This design comes from an exercise in tuning for small area, a short achievable clock period and few clock cycles per item on the open sky130 flow, not from production work.
The RTL was checked by simulation tests, not by an equivalence proof against the original design.

==> run M: inputs <==
// pid_axis_with_settle_count_core
module pid_axis_with_settle_count_core
#(
    parameter int FRAC_BITS = 16,
    parameter int ACC_WIDTH = 48
)
(
    input  logic                     clk,
    input  logic                     rst_n,
    input  logic                     in_valid,
    output logic                     in_stall,
    input  logic [31:0]                   measured,
    input  logic [15:0]                   elapsed_ms,
    input  logic                     restart,
    output logic                     out_valid,
    input  logic                     out_stall,
    output logic [31:0]                   drive,
    output logic                     settled,
    output logic [31:0]                   error_out,
    input  logic                     psel,
    input  logic                     penable,
    input  logic                     pwrite,
    input  logic [4:0]                    paddr,
    input  logic [31:0]                   pwdata,
    output logic [31:0]                   prdata,
    output logic                     pready
);
make LEC_CHECK=0 ABC_AREA=1 CAP_MARGIN=20 CORE_MARGIN=2 CORE_UTILIZATION=40 PLACE_DENSITY=0.5 SETUP_SLACK_MARGIN=4.5 SLEW_MARGIN=20 finish   # period 11.0 ns
run.sh (not shown) runs the stock make flow with config.mk's settings and CLKGATE_MAP_FILE= SYNTH_SCRIPT=/design/flow/synth_recipe.tcl, a recipe that flattens the netlist after the stock synthesis.
==> inputs of run B, as changes to run M <==
--- a/flow/design.v
+++ b/flow/design.v
@@ -77,18 +77,17 @@
     logic [31:0] prdata_reg;
     always_ff @(posedge clk)
     begin
         prdata_reg <= rd_value;
     end
     assign prdata = prdata_reg;
     logic out_valid_reg;
-    logic skid_v;
     logic adv;
-    assign adv      = !skid_v;
-    assign in_stall = skid_v;
+    assign adv      = !(out_valid_reg && out_stall);
+    assign in_stall = !adv;
     logic [32:0] e_full;
     logic [31:0] e_sat;
     logic        e_inb;
     assign e_full = {target_reg[31], target_reg} - {measured[31], measured};
     assign e_sat  = (e_full[32] != e_full[31]) ? (e_full[32] ? 32'h8000_0000 : 32'h7FFF_FFFF)
                                                : e_full[31:0];
     logic        s0_v;
@@ -121,24 +120,25 @@
     logic [3:0]  count_eff;
     logic [3:0]  count_new;
     logic        settle_now;
     logic [32:0] diff_pos;
     logic [32:0] diff_negv;
     logic        diff_neg;
     logic [31:0] diff_abs;
-    logic signed [32:0] e_ext;
-    logic signed [32:0] tol_ext;
-    assign e_ext  = {s0_e[31], s0_e};
-    assign tol_ext = {2'b00, tolerance_reg};
-    assign e_inb  = (e_ext < tol_ext) && (e_ext > -tol_ext);
+    logic [32:0] e_plus_tol;
+    assign e_plus_tol = {s0_e[31], s0_e} + {2'b00, tolerance_reg};
+    assign e_inb = s0_e[31] ? (!e_plus_tol[32] && (e_plus_tol != '0))
+                          : (s0_e[30:0] < tolerance_reg);
     assign s0_inb = e_inb;
     assign last_eff   = s0_r ? '0 : last_error_reg;
     assign count_eff  = s0_r ? '0 : settle_count_reg;
-    assign count_new  = s0_inb ? ((count_eff == 4'd15) ? count_eff : count_eff + 4'd1) : 4'd0;
-    assign settle_now = (count_new >= settle_limit_reg);
+    logic [3:0]  count_inc;
+    assign count_inc  = (count_eff == 4'd15) ? count_eff : count_eff + 4'd1;
+    assign count_new  = s0_inb ? count_inc : 4'd0;
+    assign settle_now = s0_inb ? (count_inc >= settle_limit_reg) : (settle_limit_reg == 4'd0);
     assign diff_pos  = {s0_e[31], s0_e} - {last_eff[31], last_eff};
     assign diff_negv = {last_eff[31], last_eff} - {s0_e[31], s0_e};
     assign diff_neg  = diff_pos[32];
     assign diff_abs  = diff_neg ? diff_negv[31:0] : diff_pos[31:0];
     always_ff @(posedge clk or negedge rst_n)
     begin
         if (!rst_n)
@@ -7039,61 +7039,28 @@
     assign sum_full = m_a + m_b;
     assign sum_hi   = sum_full[81:16];
     assign sum_fits = (&sum_hi[65:31]) | ~(|sum_hi[65:31]);
     assign drive_calc = sum_fits ? sum_hi[31:0] : (sum_hi[65] ? 32'h8000_0000 : 32'h7FFF_FFFF);
     logic [31:0] drive_reg;
     logic        settled_reg;
     logic [31:0] error_out_reg;
-    logic [31:0] skid_drive;
-    logic        skid_settled;
-    logic [31:0] skid_error;
-    logic        out_free;
-    assign out_free = !out_valid_reg || !out_stall;
     always_ff @(posedge clk or negedge rst_n)
     begin
         if (!rst_n)
-        begin
             out_valid_reg <= 1'b0;
-            skid_v        <= 1'b0;
-        end
-        else if (skid_v)
-        begin
-            if (out_free)
-            begin
-                out_valid_reg <= 1'b1;
-                skid_v        <= 1'b0;
-            end
-        end
-        else if (out_free)
+        else if (adv)
             out_valid_reg <= m_v;
-        else
-            skid_v <= m_v;
     end
     always_ff @(posedge clk)
     begin
-        if (skid_v)
-        begin
-            if (out_free)
-            begin
-                drive_reg     <= skid_drive;
-                settled_reg   <= skid_settled;
-                error_out_reg <= skid_error;
-            end
-        end
-        else if (out_free)
+        if (adv)
         begin
             drive_reg     <= m_set ? '0 : drive_calc;
             settled_reg   <= m_set;
             error_out_reg <= m_e;
         end
-        else
-        begin
-            skid_drive   <= m_set ? '0 : drive_calc;
-            skid_settled <= m_set;
-            skid_error   <= m_e;
-        end
     end
     assign out_valid = out_valid_reg;
     assign drive     = drive_reg;
     assign settled   = settled_reg;
     assign error_out = error_out_reg;
 endmodule
SETUP_SLACK_MARGIN = 5   (was 4.5)
==> reports/qor.txt <==
Status: timing/DRC/antenna clean
Worst path cell trace: inv_2, nand2_1, o21ai_4, buf_4, buf_4, o22ai_1, xor2_1, fa_1, inv_1, fa_1, fa_1, fa_1, fa_1, inv_1, fa_1
Routed wire length: 673 mm
Area of the mapped netlist: 191,000 um2
Non-CTS inverters: 3,027
Syn_area_per_cell: 9.94 um2
F_max: 153 MHz
Setup Buffers After CTS: 9
Slew @ Worst Pin: 1.22 ns
Final core occ: 44.1%
Global Route met3 Usage: 8.70%
Mux cell area share after synthesis: 0.123%
Layout cells sized above 1: 6.11%
Worst R2R Start: gain_i_reg[9]
Post-DR vias/cell: 5.50
Skew final: 0.0991 ns
Source of the figures above: run M

==> reports/qor.txt <==
Worst path cell trace: clkinv_2, buf_6, nand2_1, o21ai_4, buf_6, o22ai_1, xor2_1, fa_1, inv_1, fa_1, fa_1, fa_1, fa_1, inv_1, fa_1
Status: timing/DRC/antenna clean
Slew @ Worst Pin: 1.25 ns
Compound-cell area share of the yosys netlist: 12.0%
First-pass GRT wire length: 989 mm
Area of the mapped netlist: 189,000 um2
Clock Latency Late Sink: 1.01 ns
Non-CTS inverters: 3,114
Routed wire length: 684 mm
# DRC: 0
Post-DR vias/cell: 5.56
Setup Buffers After CTS: 24
Syn_area_per_cell: 9.83 um2
F_max: 167 MHz
Skew final: 0.112 ns
Final core occ: 44.3%
Layout cells sized above 1: 6.20%
Mux cell area share after synthesis: 0.122%
Source of the figures above: run B

Testbench counts of run M, summed over its fixed seeds: cycles 19,012, items 14,884.
Testbench counts of run B, summed over its fixed seeds: cycles 19,012, items 14,884.

==> what the ideal ports hide <==
Ports are ideal in the flow. The routed layouts listed here were re-timed in OpenROAD.
Step 1 (the two cells are an assumption about what drives the block):
set clk [get_ports {clk}]
set_driving_cell -lib_cell sky130_fd_sc_hd__clkbuf_16 $clk
set_driving_cell -lib_cell sky130_fd_sc_hd__buf_2 [delete_from_list [all_inputs] $clk]
Step 2 also shifts input and output timing later by t, the mid clock arrival at the registers, as if the neighbouring blocks saw the same clock.
Slacks: no drivers / after step 1 / after step 2; pairs: no drivers / after step 1.
run | shift t [ns] | setup WS [ns] | hold WS [ns] | worst setup path at the end | latest minus earliest clock arrival (ns)
run M | 1.062 | 4.472 / 4.472 / 4.472 | 0.381 / 0.381 / 0.381 | register to register | 0.100 / 0.100
run B | 1.091 | 5.019 / 5.019 / 4.515 | 0.367 / 0.367 / 0.367 | input to register | 0.117 / 0.117
After both steps every run listed still meets setup and hold. For run B, which loses most, drivers alone change the setup slack by 0.000 ns; drivers and shift together by -0.504 ns.
